Context: an optimization exercise on an open-source flow, tuned for small area, a short achievable clock period and few clock cycles per item. The choices shown serve that exercise and are no tape-out recipe. In this exercise RTL edits were held to simulation tests only and were not proved equivalent to the original. Power is estimated from default activity; no workload was simulated.

// step_sequencer_with_key_debounce_top
module step_sequencer_with_key_debounce_top #(
   parameter int CHANNELS = sqd_pkg::DEFAULT_CHANNELS,
   parameter int SETTLE_READS = sqd_pkg::DEFAULT_SETTLE_READS
) (
   input  logic clock,
   input  logic reset,
   input  logic req_valid,
   output logic req_ready,
   input  logic [1:0] req_mode,
   input  logic [sqd_pkg::KEY_W-1:0] req_scan_bits,
   input  logic [sqd_pkg::CH_W-1:0] req_wr_channel,
   input  logic [sqd_pkg::STEP_W-1:0] req_wr_step,
   input  logic [sqd_pkg::NOTE_W-1:0] req_wr_note,
   input  logic req_wr_enabled,
   output logic rsp_valid,
   input  logic rsp_ready,
   output logic rsp_advanced,
   output logic [sqd_pkg::STEP_W-1:0] rsp_step_index,
   output logic [sqd_pkg::CV_W-1:0] rsp_cv_first,
   output logic [sqd_pkg::CV_W-1:0] rsp_cv_second,
   output logic rsp_gate_first,
   output logic rsp_gate_second,
   output logic rsp_gate_drum,
   output logic [sqd_pkg::STEPS-1:0] rsp_led_mask,
   output logic [sqd_pkg::KEY_W-1:0] rsp_keys_down,
   input  logic csr_valid,
   output logic csr_ready,
   input  logic [1:0] csr_index,
   input  logic [sqd_pkg::CSR_DATA_W-1:0] csr_data
);
Size in the first run: about 550 flip-flops, ~120 I/O pins.
==> flow/config.mk <==
export PLATFORM = sky130hd
export DESIGN_NAME = step_sequencer_with_key_debounce_top
export DESIGN_NICKNAME = step_sequencer_with_key_debounce_top
export VERILOG_FILES = /design/flow/design.v
export SDC_FILE = /design/flow/constraint.sdc
export NUM_CORES = 4
export LEC_CHECK = 0
export CAP_MARGIN = 20
export CORE_MARGIN = 2
export CORE_UTILIZATION = 65
export SLEW_MARGIN = 20
export TNS_END_PERCENT = 100
==> flow/constraint.sdc <==
create_clock -name core_clock -period 10.0 [get_ports {clock}]
set_input_delay 2.0000 -clock core_clock [delete_from_list [all_inputs] [get_ports {clock}]]
set_output_delay 2.0000 -clock core_clock [all_outputs]
set_load 0.01 [all_outputs]
standard.sh (not shown) runs the stock make flow with config.mk's settings and CLKGATE_MAP_FILE= SYNTH_SCRIPT=/design/flow/synth_recipe.tcl, a recipe that flattens the netlist after the stock synthesis.
==> flow/flow/run.sh <==
#!/bin/bash
# Standard layout with three changes to how it is made:
#  - timing repair aims past the clock period: repair_timing works until every path has
#    6.6 ns of setup slack at the 10 ns clock;
#  - every port still gets its own buffer, but the smallest one (buf_1);
#  - the clock tree uses clkbuf_8 buffers, clustering up to 14 sinks per leaf buffer,
#    with no dummy loads.
set -euo pipefail
export SETUP_SLACK_MARGIN=6.6
export BUFFER_PORTS_ARGS="-buffer_cell sky130_fd_sc_hd__buf_1"
export CTS_ARGS="-sink_clustering_enable -repair_clock_nets -sink_clustering_size 14 -sink_clustering_max_diameter 60 -dont_use_dummy_load -buf_list sky130_fd_sc_hd__clkbuf_8"
bash standard.sh > standard.log 2>&1
Testbench counts at the start, summed over its fixed seeds: cycles 19,296, items 19,200.
==> next run, changes <==
--- a/flow/design.v
+++ b/flow/design.v
@@ -129,21 +129,21 @@
          skid_valid <= 1'b0;
          s0_valid <= 1'b0;
       end else if (move) begin
          skid_valid <= 1'b0;
          s0_valid <= skid_valid || accept;
       end else if (accept) begin
          skid_valid <= 1'b1;
       end
    end
    always_ff @(posedge clock) begin
-      if (!move && !skid_valid) begin
+      if (!skid_valid) begin
          skid_mode <= req_mode;
          skid_pay <= port_pay;
       end
       if (move) begin
          s0_mode <= skid_valid ? skid_mode : req_mode;
          s0_pay <= skid_valid ? skid_pay : port_pay;
       end
    end
    logic [KEY_W-1:0] s0_scan_bits;
    logic [CH_W-1:0] s0_wr_channel;
Result: The new run passed the timing, DRC and antenna checks; setup slack is worse by 0.082 ns; final area stays flat; register-to-register slack is worse by 0.05 ns; core utilization decreases by 1.1 points; sequential cell count does not change; power increases by 0.64%; sequential power is about the same; die area increases by 0.58%; wire length increases by 4.6%.
Testbench counts after the change, summed over its fixed seeds: cycles 19,296, items 19,200.

port drivers added, routing unchanged:
Ports are ideal in the flow. The routed layouts listed here were re-timed in OpenROAD.
Step 1 assumes that a clkbuf_16 drives the clock port and a buf_2 every other input.
Step 2, shift: input delay + t, output delay - t, t = (earliest + latest rising clock arrival at the registers) / 2. This alone moves slack from input paths to output paths.
Three values: no drivers, after step 1, after step 2; two values: the first two.
run | t (ns) | setup WS [ns] | slew at the worst register clock pin (ns)
the first run | 0.698 | 6.643 / 6.622 / 5.973 | 0.10 / 0.10
the second run | 0.714 | 6.561 / 6.595 / 5.882 | 0.10 / 0.10
After both steps every run listed still meets setup and hold. For the second run, which loses most, drivers alone change the setup slack by +0.034 ns; drivers and shift together by -0.679 ns.
